From an optimization exercise on the open Yosys and OpenROAD flow, aimed at small area, a short achievable clock period and few clock cycles; shortcuts taken in it are not production practice.
Only simulation tests tie the RTL to the original design; equivalence was not proved.
No activity file was given, so power comes from the tool's default toggle rates.

== v15 ==
## dense_polynomial_add_multiply
module dense_polynomial_add_multiply
 #(
  parameter int MAX_DEGREE = 63
) (
  input  logic                  clk,
  input  logic                  rst,
  input  logic                  cmd_valid,
  output logic                  cmd_ready,
  input  logic [2:0]            cmd_func,
  input  logic [5:0]            cmd_exponent,
  input  logic [31:0]           cmd_coefficient,
  output logic                  result_valid,
  input  logic                  result_ready,
  output logic [5:0]            result_degree_index,
  output logic [31:0]           result_coefficient,
  output logic                  result_is_last,
  output logic [1:0]            result_error_code
);
Size in the first run: roughly 17,000 cells after synthesis, ~88 I/O pins, about 260,000 sq um of cells after synthesis.
clock: 8.3 ns
lec_check: 0
cap_margin: 20
core_margin: 2
core_utilization: 55
cts_cluster_diameter: 120
cts_cluster_size: 22
setup_slack_margin: 4.7
slew_margin: 20
run.sh (not shown) runs the stock make flow with config.mk's settings and CLKGATE_MAP_FILE= SYNTH_SCRIPT=/design/flow/synth_recipe.tcl, a recipe that flattens the netlist after the stock synthesis.
Layout checks on v15: not met. Flow itself completed; violations: antenna violations.
Testbench counts of v15, summed over its fixed seeds: cycles 12,739.
> inputs changed (v15 -> v17)
# v15
export LEC_CHECK = 0
export CAP_MARGIN = 20
export CORE_MARGIN = 2
export CORE_UTILIZATION = 55
export CTS_CLUSTER_DIAMETER = 120
export CTS_CLUSTER_SIZE = 22
export SETUP_SLACK_MARGIN = 4.7
export SLEW_MARGIN = 20
create_clock -name core_clock -period 8.3 [get_ports {clk}]
# v17
export LEC_CHECK = 0
export CAP_MARGIN = 20
export CORE_MARGIN = 2
export CORE_UTILIZATION = 55
export CTS_CLUSTER_DIAMETER = 110
export CTS_CLUSTER_SIZE = 18
export SETUP_SLACK_MARGIN = 4.5
export SLEW_MARGIN = 20
create_clock -name core_clock -period 8.3 [get_ports {clk}]
==> comparison <==
v17: all stages complete, timing, DRC and antenna checks passed
Final critical-path setup slack: v17 vs v15 down 0.099 ns
Status: synthesis-to-layout area growth parity (v17, v15)
On post-CTS repair timing setup buffer count: between v15 and v17, it ends up higher for v15.

---

## try-tundra
dense_polynomial_add_multiply again, from the RTL that the note above started with.
make LEC_CHECK=0 CAP_MARGIN=20 CORE_MARGIN=2 CORE_UTILIZATION=55 CTS_CLUSTER_DIAMETER=110 CTS_CLUSTER_SIZE=18 SETUP_SLACK_MARGIN=4.9 SLEW_MARGIN=20 finish   # period 8.3 ns
Testbench counts of try-tundra, summed over its fixed seeds: cycles 12,739.
Edits applied to the flow inputs when going from try-tundra to try-nickel:
# try-tundra
export LEC_CHECK = 0
export CAP_MARGIN = 20
export CORE_MARGIN = 2
export CORE_UTILIZATION = 55
export CTS_CLUSTER_DIAMETER = 110
export CTS_CLUSTER_SIZE = 18
export SETUP_SLACK_MARGIN = 4.9
export SLEW_MARGIN = 20
create_clock -name core_clock -period 8.3 [get_ports {clk}]
# try-nickel
export LEC_CHECK = 0
export CAP_MARGIN = 20
export CORE_MARGIN = 2
export CORE_UTILIZATION = 55
export SETUP_SLACK_MARGIN = 4.7
export SLEW_MARGIN = 20
create_clock -name core_clock -period 8.3 [get_ports {clk}]
Results
| number of levels the H-tree was split into | lower: try-tundra |
Per the comparison of try-nickel with try-tundra, post-detailed-placement half-perimeter wirelength decreased by 8900 um relative to the old numbers, wire length of the first global-routing pass climbed 0.70%.
Diff try-nickel..try-tundra | length of routed wiring on met1 | negligible
DRC violation count after routing across try-tundra and try-nickel: no real change.
The cell depth of the worst setup path in try-nickel sits 1 above the value recorded for try-tundra.
On count of clock-net buffers in the final layout: try-nickel sits above try-tundra.
Input-level comparison between try-ember and try-nickel:
# try-nickel
export LEC_CHECK = 0
export CAP_MARGIN = 20
export CORE_MARGIN = 2
export CORE_UTILIZATION = 55
export SETUP_SLACK_MARGIN = 4.7
export SLEW_MARGIN = 20
create_clock -name core_clock -period 8.3 [get_ports {clk}]
# try-ember
export LEC_CHECK = 0
export CAP_MARGIN = 20
export CORE_MARGIN = 2
export CORE_UTILIZATION = 55
export CTS_CLUSTER_DIAMETER = 110
export CTS_CLUSTER_SIZE = 18
export SETUP_SLACK_MARGIN = 4.7
export SLEW_MARGIN = 20
create_clock -name core_clock -period 8.3 [get_ports {clk}]
--- outcome ---
try-ember — slack of the worst reg-to-reg path 60 ps higher, try-nickel as reference
The power share of the sequential group of try-ember exceeds that of try-nickel by 6.3 points.
try-ember vs try-nickel — fraction of layout cells with a size suffix above 1 dropped 2.0 points.
Taking try-nickel as the reference, in try-ember final design area excluding fillers went down by 2.9%, via total after detailed routing shrank by 2207, final-layout fill cell count picked up an extra 662.

==> static timing again, ports no longer ideal <==
Ports are ideal in the flow. The routed layouts listed here were re-timed in OpenROAD.
Step 1: set_driving_cell puts a clkbuf_16 on clk and a buf_2 on each other input, an assumption about the parent block.
Step 2 moves the port delays by t, midway between the first and last clock arrival at a register: inputs arrive t later, outputs are due t later. That takes back most of the time a late clock gives input paths.
Slacks: ideal ports / drivers / drivers and shift; pairs: ideal ports / drivers.
| run | t (ns) | setup WS [ns] | pins driven straight from the clock port |
|---|---|---|---|
| v15 | 1.124 | 4.512 / 4.512 / 3.732 | 1 |
| v17 | 1.145 | 4.413 / 4.408 / 3.524 | 1 |
| try-tundra | 1.131 | 4.825 / 4.709 / 3.890 | 1 |
| try-nickel | 1.203 | 4.513 / 4.513 / 3.616 | 1 |
| try-ember | 1.129 | 4.578 / 4.578 / 3.760 | 1 |
The setup slack of try-tundra, which loses most, moves by -0.116 ns with the drivers and by -0.935 ns with both steps.
